From an optimization exercise on the open Yosys and OpenROAD flow, aimed at small area, a short achievable clock period and few clock cycles per item; shortcuts taken in it are not production practice.
RTL that was checked went through simulation tests only; none was proved equivalent to the original.

== job 6548 ==
==> flow/design.v (excerpt) <==
module sha1_core (
	input  logic              clk,
	input  logic              reset,
	input  logic              start,
	input  sha1_pkg::block_t  block,
	output logic              busy,
	output logic              done,
	output sha1_pkg::digest_t hash
);
Size in the first run: ~4700 cells after synthesis, roughly 680 I/O pins.
==> flow/config.mk <==
export PLATFORM = sky130hd
export DESIGN_NAME = sha1_core
export DESIGN_NICKNAME = sha1_core
export VERILOG_FILES = /design/flow/design.v
export SDC_FILE = /design/flow/constraint.sdc
export NUM_CORES = 4
export LEC_CHECK = 0
export CAP_MARGIN = 20
export CORE_MARGIN = 2
export CORE_UTILIZATION = 40
export SETUP_SLACK_MARGIN = 2.5
export SLEW_MARGIN = 20
==> flow/constraint.sdc <==
create_clock -name core_clock -period 8.5 [get_ports {clk}]
set_input_delay 1.7000 -clock core_clock [delete_from_list [all_inputs] [get_ports {clk}]]
set_output_delay 1.7000 -clock core_clock [all_outputs]
set_load 0.01 [all_outputs]
run.sh (not shown) runs the stock make flow with config.mk's settings and CLKGATE_MAP_FILE= SYNTH_SCRIPT=/design/flow/synth_recipe.tcl, a recipe that flattens the netlist after the stock synthesis.
[inputs] job 1514 vs job 6548
Settings: clearing SETUP_SLACK_MARGIN, which used to be 2.5.
==> comparison <==
- fa_1 as the master of the slowest instance on the critical path was reported by job 6548, and dfxtp_1 by job 1514.
- Count of non-filler cells in the finished layout (job 1514 vs. job 6548) decreases slightly
- For number of placed instances, taps included, job 1514 and job 6548 come out practically identical.
- Per the comparison of job 1514 with job 6548, routed wire length went down by about 2%, worst hold slack was more or less identical, global routing met2 resource utilization went down by 0.55 points, met2 routed wirelength went down by about 1.9%.
- From job 6548 to job 1514 the numbers moved as follows: design area lower; global-route usage moved down.
Changes in job 9402 relative to job 1514:
Settings: ABC_AREA now 1, previously not set; SETUP_SLACK_MARGIN now 2.5, previously not set.
Findings:
Of the two candidates, job 1514 has the better overall routed net length and job 9402 the worse one.
Changes observed in job 9402 relative to job 1514: total via count after detailed routing went up by 25%; HPWL after detailed placement has increased; clock buffer instance count of the final layout now larger; met1 usage in global routing +9.6 points.
Job 9402 ended up with a lower part of the Yosys area used for sequential elements than job 1514 did.
No run of this note included a check of the RTL's function; only the layout flow was run.


sha1_core, a different RTL version from the one above (not shown whole).
For scale: ~720 flip-flops, about 40,000 sq um of cells after synthesis.
## sha1_core
module sha1_core (
	input  logic              clk,
	input  logic              reset,
	input  logic              start,
	input  sha1_pkg::block_t  block,
	output logic              busy,
	output logic              done,
	output sha1_pkg::digest_t hash
);
clock: 8.5 ns
lec_check: 0
abc_area: 1
cap_margin: 20
core_margin: 2
core_utilization: 40
setup_slack_margin: 4
slew_margin: 20
Rerun with:
--- a/flow/config.mk
+++ b/flow/config.mk
@@ -6,5 +6,4 @@
 export NUM_CORES = 4
 export LEC_CHECK = 0
-export ABC_AREA = 1
 export CAP_MARGIN = 20
 export CORE_MARGIN = 2
Synthesized area falls by about 4%. Design area came out lower by about 8%. First-iteration DRC count fell by about 20%. Register-to-register slack degrades by 0.87 ns. Flip-flop and latch count is unchanged.
No run of this note included a check of the RTL's function; only the layout flow was run.


## alpha
The RTL this note starts from:
==> flow/design.v <==
`default_nettype none
package sha1_pkg;
	localparam int word_bits    = 32;
	localparam int block_words  = 16;
	localparam int digest_words = 5;
	typedef logic [word_bits-1:0]              word_t;
	typedef logic [block_words*word_bits-1:0]  block_t;
	typedef logic [digest_words*word_bits-1:0] digest_t;
	typedef logic [1:0] group_t;
	localparam digest_t init_hash = {
		32'h67452301,
		32'hEFCDAB89,
		32'h98BADCFE,
		32'h10325476,
		32'hC3D2E1F0
	};
	localparam logic [4*word_bits-1:0] k_const = {
		32'hCA62C1D6,
		32'h8F1BBCDC,
		32'h6ED9EBA1,
		32'h5A827999
	};
	localparam int round_count = 80;
	localparam int group_len   = 20;
endpackage
`default_nettype wire
`default_nettype none
`timescale 1ns/10ps
module sha1_core (
	input  logic              clk,
	input  logic              reset,
	input  logic              start,
	input  sha1_pkg::block_t  block,
	output logic              busy,
	output logic              done,
	output sha1_pkg::digest_t hash
);
	localparam logic [31:0] iv_a = sha1_pkg::init_hash[159:128];
	localparam logic [31:0] iv_b = sha1_pkg::init_hash[127:96];
	localparam logic [31:0] iv_c = sha1_pkg::init_hash[95:64];
	localparam logic [31:0] iv_d = sha1_pkg::init_hash[63:32];
	localparam logic [31:0] iv_e = sha1_pkg::init_hash[31:0];
	localparam logic [31:0] k0   = sha1_pkg::k_const[31:0];
	localparam logic [31:0] z0   = ((iv_b & iv_c) | (~iv_b & iv_d)) + iv_e + k0;
	function automatic logic [31:0] rotl5(input logic [31:0] x);
		rotl5 = {x[26:0], x[31:27]};
	endfunction
	function automatic logic [31:0] rotl30(input logic [31:0] x);
		rotl30 = {x[1:0], x[31:2]};
	endfunction
	function automatic logic [31:0] rotl1(input logic [31:0] x);
		rotl1 = {x[30:0], x[31]};
	endfunction
	function automatic logic [31:0] kof(input logic [1:0] g);
		kof = sha1_pkg::k_const[g*32 +: 32];
	endfunction
	function automatic logic [1:0] gof(input logic [5:0] t);
		if (t < 6'd10)
			gof = 2'd0;
		else if (t < 6'd20)
			gof = 2'd1;
		else if (t < 6'd30)
			gof = 2'd2;
		else
			gof = 2'd3;
	endfunction
	function automatic logic [31:0] fof(input logic ch, input logic maj,
		input logic [31:0] x, input logic [31:0] y, input logic [31:0] z);
		if (ch)
			fof = (x & y) | (~x & z);
		else if (maj)
			fof = (x & y) | (x & z) | (y & z);
		else
			fof = x ^ y ^ z;
	endfunction
	logic           idle;
	logic           accept;
	logic           last;
	logic [5:0]     cnt;
	logic [1:0]     g_cur;       
	logic [1:0]     g_nxt;       
	logic           cur_ch, cur_maj, nxt_ch, nxt_maj;
	logic           fin;         
	logic [31:0]    a, b, c, d, p;
	logic [31:0]    win [16];
	logic [31:0]    x [18];
	logic [31:0]    a1, a2;
	logic [31:0]    z1s, z1c, t1, t2;
	logic [31:0]    s2, c2;
	logic [31:0]    f2, cn, kn, wn, ps, pc, fx, fy, sx, cx, sy, cy, s4, c4, s3, c3, p_next;
	assign accept = start && !busy;
	assign last   = (cnt == 6'd39);
	always_comb
	begin
		for (int i = 0; i < 16; i++)
			x[i] = win[i];
		for (int j = 0; j < 2; j++)
			x[16 + j] = rotl1(x[13 + j] ^ x[8 + j] ^ x[2 + j] ^ x[j]);
	end
	assign a1 = rotl5(a) + p;
	always_comb
	begin
		t2  = fin ? (kof(2'd3) + iv_a) : kof(g_cur);
		s2  = d ^ t2 ^ x[1];
		c2  = {((d & t2) | (d & x[1]) | (t2 & x[1])), 1'b0};
		t1  = fof(cur_ch, cur_maj, a, rotl30(b), c);
		z1s = s2 ^ c2 ^ t1;
		z1c = {((s2 & c2) | (s2 & t1) | (c2 & t1)), 1'b0};
	end
	always_comb
	begin
		s3 = rotl5(a1) ^ z1s ^ z1c;
		c3 = {((rotl5(a1) & z1s) | (rotl5(a1) & z1c) | (z1s & z1c)), 1'b0};
	end
	assign a2 = s3 + c3;
	always_comb
	begin
		if (!busy)
		begin
			kn = z0;
			wn = block[511:480];
		end
		else if (fin)
		begin
			kn = iv_e;
			wn = 32'd0;
		end
		else
		begin
			kn = kof(g_nxt);
			wn = x[2];
		end
		cn = c & {32{busy}};
		ps = cn ^ kn ^ wn;
		pc = {((cn & kn) | (cn & wn) | (kn & wn)), 1'b0};
		fy = fof(nxt_ch, nxt_maj, 32'd0, rotl30(a), rotl30(b)) & {32{busy && !fin}};
		fx = fof(nxt_ch, nxt_maj, 32'hFFFFFFFF, rotl30(a), rotl30(b)) & {32{busy && !fin}};
		for (int i = 0; i < 32; i++)
			f2[i] = a1[i] ? fx[i] : fy[i];
		s4 = f2 ^ ps ^ pc;
		c4 = (f2 & ps) | (f2 & pc) | (ps & pc);
	end
	assign p_next = s4 + {c4[30:0], 1'b0};
	always_ff @(posedge clk)
	begin
		p <= p_next;
		for (int i = 0; i < 16; i++)
			win[i] <= (x[i + 2] & {32{busy}}) | (block[(15 - i) * 32 +: 32] & {32{idle}});
		if (!busy)
		begin
			a       <= iv_a;
			b       <= iv_b;
			c       <= iv_c;
			d       <= iv_d;
			cnt     <= 6'd0;
			g_cur   <= 2'd0;
			g_nxt   <= 2'd0;
			cur_ch  <= 1'b1;
			cur_maj <= 1'b0;
			nxt_ch  <= 1'b1;
			nxt_maj <= 1'b0;
			fin     <= 1'b0;
		end
		else
		begin
			a       <= a2;
			b       <= a1;
			c       <= rotl30(a);
			d       <= rotl30(b);
			cnt     <= cnt + 6'd1;
			g_cur   <= g_nxt;
			g_nxt   <= gof(cnt + 6'd2);
			cur_ch  <= nxt_ch;
			cur_maj <= nxt_maj;
			nxt_ch  <= (gof(cnt + 6'd2) == 2'd0);
			nxt_maj <= (gof(cnt + 6'd2) == 2'd2);
			fin     <= (cnt == 6'd38);
		end
	end
	always_ff @(posedge clk)
	begin
		if (reset)
		begin
			busy <= 1'b0;
			idle <= 1'b1;
			done <= 1'b0;
		end
		else
		begin
			done <= busy && last;
			busy <= accept || (busy && !last);
			idle <= !(accept || (busy && !last));
		end
	end
	assign hash = {a, b + iv_b, c + iv_c, d + iv_d, p};
endmodule
`default_nettype wire
Settings: LEC_CHECK=0, ABC_AREA=1, CAP_MARGIN=20, CORE_MARGIN=2, CORE_UTILIZATION=40, CTS_CLUSTER_DIAMETER=150, CTS_CLUSTER_SIZE=18, SETUP_SLACK_MARGIN=3.6, SLEW_MARGIN=20, BUFFER_PORTS_ARGS=-buffer_cell sky130_fd_sc_hd__buf_1; clock period 8.5 ns.
standard.sh (not shown) runs the stock make flow with config.mk's settings and CLKGATE_MAP_FILE= SYNTH_SCRIPT=/design/flow/synth_recipe.tcl, a recipe that flattens the netlist after the stock synthesis.
==> flow/flow/run.sh <==
#!/bin/bash
# Standard layout, with plain buf_1 cells as the port buffers.
set -e
cp standard.sh standard_sh.log
cp config.mk config_mk.log
echo 'export BUFFER_PORTS_ARGS = -buffer_cell sky130_fd_sc_hd__buf_1' >> config.mk
bash standard.sh > standard.log 2>&1
Testbench counts of alpha, summed over its fixed seeds: cycles 5,248, items 128.
Setup changes, alpha to beta
Settings: a change of SETUP_SLACK_MARGIN from 3.6 to 4; a change of CORE_UTILIZATION from 40 to 65.
==> comparison <==
Summary: with alpha as the reference, total number of cells along the worst setup path in beta moved down by a few percent. As of beta, DRC violation total after the first TritonRoute iteration had risen by more than half compared to alpha. Sort beta and alpha by cell area asc -> top: alpha. | setup slack | beta vs alpha | 220 ps higher |.
The following lists how gamma was set up differently from beta:
Settings: CORE_UTILIZATION changed from 65 to 40; CTS_CLUSTER_SIZE changed from 18 to 20.
## What came out
gamma vs beta — synthesis-to-finish area growth rose 2.8 points.
As far as final hold slack is concerned, gamma and beta perform about the same.
Data-path buffer share of cell area in the final layout came out higher on gamma than on beta.
On clock transition at the registers of the reported paths, gamma and beta are neck and neck.
Diff beta -> gamma: count of clock-buffer cells in the layout moved down; post-route core utilization moved down; number of sequential cells level; final cell count moved up.
Of the two values seen for launch point of the worst path, a[20] was produced by beta and b[10] by gamma.
Initial antenna violation count (gamma over beta): decrease, 5


RTL: the design.v shown in full above, as it stands there.
==> flow/config.mk <==
export PLATFORM = sky130hd
export DESIGN_NAME = sha1_core
export DESIGN_NICKNAME = sha1_core
export VERILOG_FILES = /design/flow/design.v
export SDC_FILE = /design/flow/constraint.sdc
export NUM_CORES = 4
export LEC_CHECK = 0
export ABC_AREA = 1
export CAP_MARGIN = 20
export CORE_MARGIN = 2
export CORE_UTILIZATION = 55
export CTS_CLUSTER_DIAMETER = 150
export CTS_CLUSTER_SIZE = 18
export SETUP_SLACK_MARGIN = 4
export SLEW_MARGIN = 20
export BUFFER_PORTS_ARGS = -buffer_cell sky130_fd_sc_hd__buf_1
==> flow/constraint.sdc <==
create_clock -name core_clock -period 8.5 [get_ports {clk}]
set_input_delay 1.7000 -clock core_clock [delete_from_list [all_inputs] [get_ports {clk}]]
set_output_delay 1.7000 -clock core_clock [all_outputs]
set_load 0.01 [all_outputs]
Scripts as last shown in full above: flow/flow/run.sh
Testbench counts at the start, summed over its fixed seeds: cycles 5,248, items 128.
Edit:
--- a/flow/config.mk
+++ b/flow/config.mk
@@ -11 +11 @@
-export CORE_UTILIZATION = 55
+export CORE_UTILIZATION = 40
@@ -15,0 +16 @@
+export TNS_END_PERCENT = 20
Worst setup slack degrades by 0.0036 ns. Via count fell slightly. Clock skew rose by 0.0075 ns. Global-route usage fell by 8.8 points. Core utilization fell by 17 points.
Edit:
--- a/flow/config.mk
+++ b/flow/config.mk
@@ -16 +15,0 @@
-export TNS_END_PERCENT = 20
- non-clock buffer count goes up by 5
- setup slack is about the same
- core utilization stays flat
- synthesized area is unchanged
- critical path depth stays the same
- sequential cell count stays the same
- hold slack gets better by 0.0031 ns
- routed wire length hardly moves
- final area barely changes


== the baseline ==
sha1_core, a different RTL version from the one above (not shown whole).
Size in the first run: ~4400 cells after synthesis, roughly 680 I/O pins.
==> flow/config.mk <==
export PLATFORM = sky130hd
export DESIGN_NAME = sha1_core
export DESIGN_NICKNAME = sha1_core
export VERILOG_FILES = /design/flow/design.v
export SDC_FILE = /design/flow/constraint.sdc
export NUM_CORES = 4
export LEC_CHECK = 0
export ABC_AREA = 1
export CAP_MARGIN = 20
export CORE_MARGIN = 2
export CORE_UTILIZATION = 40
export CTS_CLUSTER_DIAMETER = 150
export CTS_CLUSTER_SIZE = 20
export SETUP_SLACK_MARGIN = 4
export SLEW_MARGIN = 20
export TNS_END_PERCENT = 20
export BUFFER_PORTS_ARGS = -buffer_cell sky130_fd_sc_hd__buf_1
==> flow/constraint.sdc <==
create_clock -name core_clock -period 8.5 [get_ports {clk}]
set_input_delay 1.7000 -clock core_clock [delete_from_list [all_inputs] [get_ports {clk}]]
set_output_delay 1.7000 -clock core_clock [all_outputs]
set_load 0.01 [all_outputs]
Scripts as last shown in full above: flow/flow/run.sh
The baseline closes out successfully: all stages finished, all timing, DRC and antenna checks passed.
For the candidate, these inputs were changed with respect to the baseline:
Settings: removing TNS_END_PERCENT (formerly 20); changing SETUP_SLACK_MARGIN from 4 to 4.5.
Notes after the runs:
- Combined global-route utilization of all metal layers: lower on the baseline
- In the candidate, the sequential standard cell area came out 1.5% above the value in the baseline.
- The candidate: number of buffers created by CTS lower than the baseline
- Going from the baseline to the candidate, fraction of area in clock buffers and inverters decreased 0.35 points, layout filler cell count decreased 658.
- Setup slack of the critical path after layout was higher in the candidate than in the baseline.
- Of the two candidates, the baseline has the better sum of routed wire length over all layers and the candidate the worse one.
- Looking at the baseline and the candidate, the number of distinct library cells after synthesis is a wash.
No run of this note included a check of the RTL's function; only the layout flow was run.


Setup of v8:
Another version of the RTL of sha1_core (not shown whole).
Size in the first run: roughly 5400 cells after synthesis, roughly 680 I/O pins, roughly 0.039 mm² of cells after synthesis.
==> flow/config.mk <==
export PLATFORM = sky130hd
export DESIGN_NAME = sha1_core
export DESIGN_NICKNAME = sha1_core
export VERILOG_FILES = /design/flow/design.v
export SDC_FILE = /design/flow/constraint.sdc
export NUM_CORES = 4
export LEC_CHECK = 0
export ABC_AREA = 1
export CAP_MARGIN = 20
export CORE_MARGIN = 2
export CORE_UTILIZATION = 40
export CTS_CLUSTER_DIAMETER = 150
export CTS_CLUSTER_SIZE = 22
export SETUP_SLACK_MARGIN = 4
export SLEW_MARGIN = 20
export BUFFER_PORTS_ARGS = -buffer_cell sky130_fd_sc_hd__buf_1
==> flow/constraint.sdc <==
create_clock -name core_clock -period 8.5 [get_ports {clk}]
set_input_delay 1.7000 -clock core_clock [delete_from_list [all_inputs] [get_ports {clk}]]
set_output_delay 1.7000 -clock core_clock [all_outputs]
set_load 0.01 [all_outputs]
Scripts as last shown in full above: flow/flow/run.sh
Per the final summary, v8 finished and its layout is clean on timing, DRC and antenna.
Testbench counts of v8, summed over its fixed seeds: cycles 5,248, items 128.
What v40 does differently from v8 at the input level:
- removing CTS_CLUSTER_SIZE (formerly 22)
- removing CTS_CLUSTER_DIAMETER (formerly 150)
- setting CTS_BUF_LIST to sky130_fd_sc_hd__clkbuf_4 for the first time
==> comparison <==
As far as maximum buffer depth of the clock tree goes, v8 and v40 are indistinguishable; the numbers are identical.
For the share of the clock period used by the worst path, v40 came in 3.0 points higher than v8 did.
When v40 is measured against v8, its total met2 wirelength after detailed routing turns out about 2.2% higher.
v40: number of logic stages on the critical path including buffering 16 below v8
v40 vs. v8: final area grew by 0.0039 mm²; worst setup slack shrank by 250 ps; post-layout utilization of the core grew by 4.0 points; area of the die held steady.
### v40 -> v48
- removing CTS_BUF_LIST (formerly sky130_fd_sc_hd__clkbuf_4)
## What came out
Of v40 and v48, v48 shows the lower final wirelength, with v40 above it. Of v48 and v40, it is v48 that has the lower design area. Of v40 and v48, the run reporting the lower global-route usage was v48. Comparing total length of routed met3 wires for v40 and v48, the smaller number came from v48. Fraction of standard cell area that is sequential | v48 above v40. Diff v40..v48 | largest net degree at the start of global routing | unchanged.
Changes in v10 relative to v48:
- CORE_UTILIZATION changed from 40 to 60
- CTS_BUF_LIST newly set to sky130_fd_sc_hd__clkbuf_8
==> run notes <==
Per the comparison of v10 with v48, final worst slack went down by 14 ps; routed wire length went down by 3.6%.
> inputs changed (v10 -> v55)
- removing CTS_BUF_LIST (formerly sky130_fd_sc_hd__clkbuf_8)
- changing SETUP_SLACK_MARGIN from 4 to 3
- changing CORE_UTILIZATION from 60 to 40
--- outcome ---
- Going from v10 to v55, final worst hold slack higher; wire length has increased.
Inputs modified between v55 and v3:
- SETUP_SLACK_MARGIN: 3 -> 5
--- outcome ---
Of v55 and v3, the lower clock period minus final worst setup slack belongs to v3.
v55 has a lower fraction of cell area in non-clock buffers than v3.
Relative to v55, v3 improves hold slack.
Logic depth of the worst setup path including buffers: lower on v55
Worst setup slack, v55 and v3: higher on v3

[port drivers added, routing unchanged]
The flow's constraints put no driver on any port. The routed layouts listed below were extracted and timed again, unchanged, in two steps.
Step 1, drivers: a clkbuf_16 drives clk and a buf_2 each remaining input, both assumed.
Step 2 also shifts input and output timing later by t, the mid clock arrival at the registers, as if the neighbouring blocks saw the same clock.
a / b / c = ideal / step 1 / step 2; a / b = the first two.
| run | t (ns) | setup WS [ns] | worst setup path at the end |
|---|---|---|---|
| job 6548 | 0.724 | 1.872 / 1.872 / 1.872 | register to register |
| job 1514 | 0.727 | 0.973 / 0.973 / 0.973 | register to register |
| job 9402 | 0.745 | 2.555 / 2.555 / 2.555 | register to register |
| the first run of note 2 | 0.736 | 3.550 / 3.550 / 3.550 | register to register |
| the second run of note 2 | 0.727 | 2.676 / 2.676 / 2.676 | register to register |
| alpha | 0.714 | 3.737 / 3.661 / 3.310 | input to register |
| beta | 0.690 | 3.958 / 3.922 / 3.372 | input to register |
| gamma | 0.706 | 4.051 / 3.971 / 3.459 | input to register |
| the first run of note 4 | 0.688 | 4.024 / 3.970 / 3.416 | input to register |
| the second run of note 4 | 0.718 | 4.021 / 3.941 / 3.440 | input to register |
| the third run of note 4 | 0.720 | 4.019 / 3.937 / 3.407 | input to register |
| the baseline | 0.701 | 3.970 / 3.940 / 3.279 | input to register |
| the candidate | 0.704 | 4.029 / 4.029 / 3.589 | input to register |
| v8 | 0.683 | 3.978 / 3.978 / 3.978 | register to register |
| v40 | 1.161 | 3.724 / 3.658 / 3.835 | register to register |
| v48 | 0.710 | 3.946 / 3.946 / 3.882 | input to register |
| v10 | 0.796 | 3.932 / 3.900 / 3.932 | register to register |
| v55 | 0.708 | 3.189 / 3.189 / 3.189 | register to register |
| v3 | 0.742 | 3.904 / 3.895 / 3.904 | register to register |
After both steps every run listed still meets setup and hold. The setup slack of the baseline, which loses most, moves by -0.030 ns with the drivers and by -0.691 ns with both steps.
